From an optimization exercise on the open Yosys and OpenROAD flow, aimed at small area; shortcuts taken in it are not production practice. Only simulation tests tie the RTL to the original design; equivalence was not proved. Power and IR drop assume default switching activity.

==> flow/design.v <==
package rf_pkg;
    localparam int DEF_NREG  = 32;
    localparam int DEF_XLEN  = 32;
    localparam int DEF_TAG_W = 4;
    localparam int DEF_IDX_W = $clog2(DEF_NREG);
    typedef logic [DEF_TAG_W-1:0] tag_t;
    typedef struct packed {
        logic [DEF_XLEN-1:0] v1;
        logic [DEF_XLEN-1:0] v2;
        tag_t                q1;
        tag_t                q2;
        logic                busy1;
        logic                busy2;
        tag_t                tag;
    } op_bundle_t;
endpackage
module rf_read_port
#(
    parameter int N = 32,
    parameter int W = 32,
    parameter int G = N / 3
) (
    input  logic [N-1:0]        sel,
    input  logic [N-1:0][W-1:0] data,
    output logic [W-1:0][G-1:0] t
);
    logic [G-1:0][W-1:0] tg;
    for (genvar g = 0; g < G; g++) begin : g_grp
        rf_aoi222 #(.W(W)) u_g (
            .a0(sel[3*g]),   .b0(data[3*g]),
            .a1(sel[3*g+1]), .b1(data[3*g+1]),
            .a2(sel[3*g+2]), .b2(data[3*g+2]),
            .y(tg[g]));
    end
    for (genvar b = 0; b < W; b++) begin : g_bit
        for (genvar g = 0; g < G; g++) begin : g_t
            assign t[b][g] = tg[g][b];
        end
    end
endmodule
module rf_aoi222
#(
    parameter int W = 32
) (
    input  logic         a0, a1, a2,
    input  logic [W-1:0] b0, b1, b2,
    output logic [W-1:0] y
);
    always_comb y = ~((b0 & {W{a0}}) | (b1 & {W{a1}}) | (b2 & {W{a2}}));
endmodule
module rf_hold
#(
    parameter int W = 32
) (
    input  logic         wr,
    input  logic         keep,
    input  logic [W-1:0] d,
    input  logic [W-1:0] q,
    output logic [W-1:0] y
);
    always_comb y = (d & {W{wr}}) | (q & {W{keep}});
endmodule
module rename_regfile
#(
    parameter int NREG  = rf_pkg::DEF_NREG,
    parameter int XLEN  = rf_pkg::DEF_XLEN,
    parameter int TAG_W = rf_pkg::DEF_TAG_W,
    parameter int IDX_W = $clog2(NREG)
) (
    input  logic             clk,
    input  logic             rst,
    input  logic             flush,
    input  logic             disp_valid,
    output logic             disp_ready,
    input  logic [IDX_W-1:0] disp_rs1,
    input  logic [IDX_W-1:0] disp_rs2,
    input  logic [IDX_W-1:0] disp_rd,
    input  logic [TAG_W-1:0] disp_tag,
    input  logic             cm_valid,
    input  logic [IDX_W-1:0] cm_rd,
    input  logic [TAG_W-1:0] cm_tag,
    input  logic [XLEN-1:0]  cm_data,
    output logic             op_valid,
    input  logic             op_ready,
    output logic [XLEN-1:0]  op_v1,
    output logic [XLEN-1:0]  op_v2,
    output logic [TAG_W-1:0] op_q1,
    output logic [TAG_W-1:0] op_q2,
    output logic             op_busy1,
    output logic             op_busy2,
    output logic [TAG_W-1:0] op_tag
);
    localparam int NR = NREG - 1;    
    logic [NR-1:0][XLEN-1:0]  value, value_d;
    logic [NR-1:0][TAG_W-1:0] tag, tag_d;
    logic [NR-1:0]            busy;
    logic [NR-1:0]            cs, we, keep, ren, renn, s1, s2;
    logic                     first;
    logic [NR-1:0][TAG_W:0]   bt;
    logic                     ld, fire, hit, tmatch, hz1, hz2;
    logic [TAG_W:0]           btc;
    logic [XLEN-1:0]          v1_d, v2_d;
    logic [TAG_W:0]           bt1_d, bt2_d;
    logic [TAG_W-1:0]         op_tag_d;
    always_comb ld = !op_valid || op_ready;
    always_comb
        for (int i = 0; i < NR; i++) begin
            cs[i]  = cm_rd == IDX_W'(i + 1);
            we[i]  = cm_valid && cs[i];
            keep[i] = !we[i] && !first;
            s1[i]  = ld && !first && disp_rs1 == IDX_W'(i + 1);
            s2[i]  = ld && !first && disp_rs2 == IDX_W'(i + 1);
            bt[i]  = {busy[i], tag[i]};
        end
    logic [TAG_W:0][9:0] tc;
    rf_read_port #(.N(NR), .W(TAG_W + 1)) u_rc (.sel(cs), .data(bt), .t(tc));
    for (genvar b = 0; b <= TAG_W; b++) begin : g_cb
        assign btc[b] = !(&tc[b]) || (cs[30] && bt[30][b]);
    end
    always_comb tmatch = btc[TAG_W-1:0] == cm_tag;
    always_comb hit = cm_valid && btc[TAG_W] && tmatch;
    always_comb hz1 = hit && disp_rs1 == cm_rd;
    always_comb hz2 = hit && disp_rs2 == cm_rd;
    always_comb disp_ready = !flush && ld && !(hz1 || hz2);
    always_comb fire = disp_valid && disp_ready;
    always_comb
        for (int i = 0; i < NR; i++) begin
            ren[i]  = fire && disp_rd == IDX_W'(i + 1);
            renn[i] = !ren[i];
        end
    logic [XLEN-1:0][9:0]  tv1, tv2;
    logic [TAG_W:0][9:0]   tt1, tt2;
    logic [NR:0][XLEN-1:0] dv1, dv2;
    logic [NR:0][TAG_W:0]  dt1, dt2;
    logic [NR:0]           sv1, sv2, st1, st2;
    always_comb begin
        sv1 = {!ld, s1}; dv1 = {op_v1, value};
        sv2 = {!ld, s2}; dv2 = {op_v2, value};
        st1 = {!ld, s1};  dt1 = {{op_busy1, op_q1}, bt};
        st2 = {!ld, s2};  dt2 = {{op_busy2, op_q2}, bt};
    end
    rf_read_port #(.N(NR + 1), .W(XLEN))      u_v1 (.sel(sv1), .data(dv1), .t(tv1));
    rf_read_port #(.N(NR + 1), .W(XLEN))      u_v2 (.sel(sv2), .data(dv2), .t(tv2));
    rf_read_port #(.N(NR + 1), .W(TAG_W + 1)) u_t1 (.sel(st1), .data(dt1), .t(tt1));
    rf_read_port #(.N(NR + 1), .W(TAG_W + 1)) u_t2 (.sel(st2), .data(dt2), .t(tt2));
    for (genvar b = 0; b < XLEN; b++) begin : g_vb
        assign v1_d[b] = !(&tv1[b]) || (sv1[30] && dv1[30][b]) || (sv1[31] && dv1[31][b]);
        assign v2_d[b] = !(&tv2[b]) || (sv2[30] && dv2[30][b]) || (sv2[31] && dv2[31][b]);
    end
    for (genvar b = 0; b <= TAG_W; b++) begin : g_tb
        assign bt1_d[b] = !(&tt1[b]) || (st1[30] && dt1[30][b]) || (st1[31] && dt1[31][b]);
        assign bt2_d[b] = !(&tt2[b]) || (st2[30] && dt2[30][b]) || (st2[31] && dt2[31][b]);
    end
    rf_hold #(.W(TAG_W)) u_ot (.wr(ld), .keep(!ld), .d(disp_tag), .q(op_tag), .y(op_tag_d));
    for (genvar i = 0; i < NR; i++) begin : g_row
        rf_hold #(.W(XLEN))  u_v (.wr(we[i]), .keep(keep[i]), .d(cm_data), .q(value[i]), .y(value_d[i]));
        rf_hold #(.W(TAG_W)) u_t (.wr(ren[i]), .keep(renn[i]), .d(disp_tag), .q(tag[i]), .y(tag_d[i]));
    end
    always_ff @(posedge clk) begin
        value <= value_d;
        tag   <= tag_d;
    end
    always_ff @(posedge clk or posedge rst)
        if (rst) begin
            busy <= '0;
        end else
            for (int i = 0; i < NR; i++) begin
                if (flush)
                    busy[i] <= 1'b0;
                else if (ren[i])
                    busy[i] <= 1'b1;
                else if (we[i] && tmatch)
                    busy[i] <= 1'b0;
            end
    always_ff @(posedge clk or posedge rst)
        if (rst)
            first <= 1'b1;
        else
            first <= 1'b0;
    always_ff @(posedge clk or posedge rst)
        if (rst)
            op_valid <= 1'b0;
        else
            op_valid <= fire || (!flush && op_valid && !op_ready);
    always_ff @(posedge clk) begin
        op_v1    <= v1_d;
        op_v2    <= v2_d;
        op_q1    <= bt1_d[TAG_W-1:0];
        op_q2    <= bt2_d[TAG_W-1:0];
        op_busy1 <= bt1_d[TAG_W];
        op_busy2 <= bt2_d[TAG_W];
        op_tag   <= op_tag_d;
    end
endmodule
clock: 5.5 ns
lec_check: 0
cap_margin: 0
core_margin: 2
core_utilization: 52
place_density: 0.62
slew_margin: 0
synth_hierarchical: 1
standard.sh (not shown) runs the stock make flow with config.mk's settings and CLKGATE_MAP_FILE= SYNTH_SCRIPT=/design/flow/synth_recipe.tcl, a recipe that flattens the netlist after the stock synthesis.
==> flow/flow/run.sh <==
#!/bin/bash
# Standard layout, with smaller port buffers and a clock tree of large leaf buffers without dummy loads.
set -euo pipefail
bash standard.sh \
  'BUFFER_PORTS_ARGS=-buffer_cell sky130_fd_sc_hd__buf_1' \
  'CTS_ARGS=-sink_clustering_enable -repair_clock_nets -dont_use_dummy_load -sink_clustering_size 28 -sink_clustering_max_diameter 100 -buf_list {sky130_fd_sc_hd__clkbuf_16}' \
  finish > flow_standard.log 2>&1
Then changed:
--- a/flow/design.v
+++ b/flow/design.v
@@ -94,7 +94,6 @@
     logic [NR-1:0][XLEN-1:0]  value, value_d;
     logic [NR-1:0][TAG_W-1:0] tag, tag_d;
-    logic [NR-1:0]            busy;
-    logic [NR-1:0]            cs, we, keep, ren, renn, s1, s2;
-    logic                     first;
+    logic [NR-1:0]            busy, wrt;
+    logic [NR-1:0]            cs, we, wen, ren, renn, s1, s2, s1v, s2v;
     logic [NR-1:0][TAG_W:0]   bt;
     logic                     ld, fire, hit, tmatch, hz1, hz2;
@@ -108,7 +107,9 @@
             cs[i]  = cm_rd == IDX_W'(i + 1);
             we[i]  = cm_valid && cs[i];
-            keep[i] = !we[i] && !first;
-            s1[i]  = ld && !first && disp_rs1 == IDX_W'(i + 1);
-            s2[i]  = ld && !first && disp_rs2 == IDX_W'(i + 1);
+            wen[i] = !we[i];
+            s1[i]  = ld && disp_rs1 == IDX_W'(i + 1);
+            s2[i]  = ld && disp_rs2 == IDX_W'(i + 1);
+            s1v[i] = s1[i] && wrt[i];
+            s2v[i] = s2[i] && wrt[i];
             bt[i]  = {busy[i], tag[i]};
         end
@@ -135,6 +136,6 @@
     logic [NR:0]           sv1, sv2, st1, st2;
     always_comb begin
-        sv1 = {!ld, s1}; dv1 = {op_v1, value};
-        sv2 = {!ld, s2}; dv2 = {op_v2, value};
+        sv1 = {!ld, s1v}; dv1 = {op_v1, value};
+        sv2 = {!ld, s2v}; dv2 = {op_v2, value};
         st1 = {!ld, s1};  dt1 = {{op_busy1, op_q1}, bt};
         st2 = {!ld, s2};  dt2 = {{op_busy2, op_q2}, bt};
@@ -154,5 +155,5 @@
     rf_hold #(.W(TAG_W)) u_ot (.wr(ld), .keep(!ld), .d(disp_tag), .q(op_tag), .y(op_tag_d));
     for (genvar i = 0; i < NR; i++) begin : g_row
-        rf_hold #(.W(XLEN))  u_v (.wr(we[i]), .keep(keep[i]), .d(cm_data), .q(value[i]), .y(value_d[i]));
+        rf_hold #(.W(XLEN))  u_v (.wr(we[i]), .keep(wen[i]), .d(cm_data), .q(value[i]), .y(value_d[i]));
         rf_hold #(.W(TAG_W)) u_t (.wr(ren[i]), .keep(renn[i]), .d(disp_tag), .q(tag[i]), .y(tag_d[i]));
     end
@@ -163,7 +164,9 @@
     always_ff @(posedge clk or posedge rst)
         if (rst) begin
+            wrt  <= '0;
             busy <= '0;
         end else
             for (int i = 0; i < NR; i++) begin
+                if (we[i]) wrt[i] <= 1'b1;
                 if (flush)
                     busy[i] <= 1'b0;
@@ -173,9 +176,4 @@
                     busy[i] <= 1'b0;
             end
-    always_ff @(posedge clk or posedge rst)
-        if (rst)
-            first <= 1'b1;
-        else
-            first <= 1'b0;
     always_ff @(posedge clk or posedge rst)
         if (rst)
Result:
- fmax is higher slightly
- power is higher by a quarter to a third
- routed wire length is higher slightly
- sequential cell count is higher by 30
- cell area is higher slightly
- sequential share of layout area is higher by 1.1 points
- via count is higher slightly
- register-to-register slack got worse by 200 ps
- global-route usage is lower by 0.77 points
- clock-buffer cell count is higher by 1
- synthesized cell count is higher by a few percent
- die area is higher by a few percent
- core utilization is lower by 1.2 points
- worst hold slack got worse by 160 ps

==> static timing again, ports no longer ideal <==
The results above use ideal ports. As a check the final layouts listed here were re-extracted and re-timed, cells and wires unchanged.
Step 1 assumes that a clkbuf_16 drives the clock port and a buf_2 every other input.
Step 2 moves the port delays by t, midway between the first and last clock arrival at a register: inputs arrive t later, outputs are due t later. That takes back most of the time a late clock gives input paths.
Slacks: ideal / step 1 / step 2; pairs: ideal / step 1.
run	shift t [ns]	setup WS [ns]	hold WS [ns]	worst data-port slew with drivers (ns)	cell pins on the clock port's net
the first run	0.770	0.139 / 0.116 / 0.116	0.462 / 0.462 / 0.462	0.21	1
the second run	0.762	0.198 / 0.157 / 0.157	0.301 / 0.252 / 0.456	0.12	1
After both steps setup and hold are still met in every run listed. The setup slack of the second run, which loses most, moves by -0.041 ns with the drivers and by -0.041 ns with both steps.
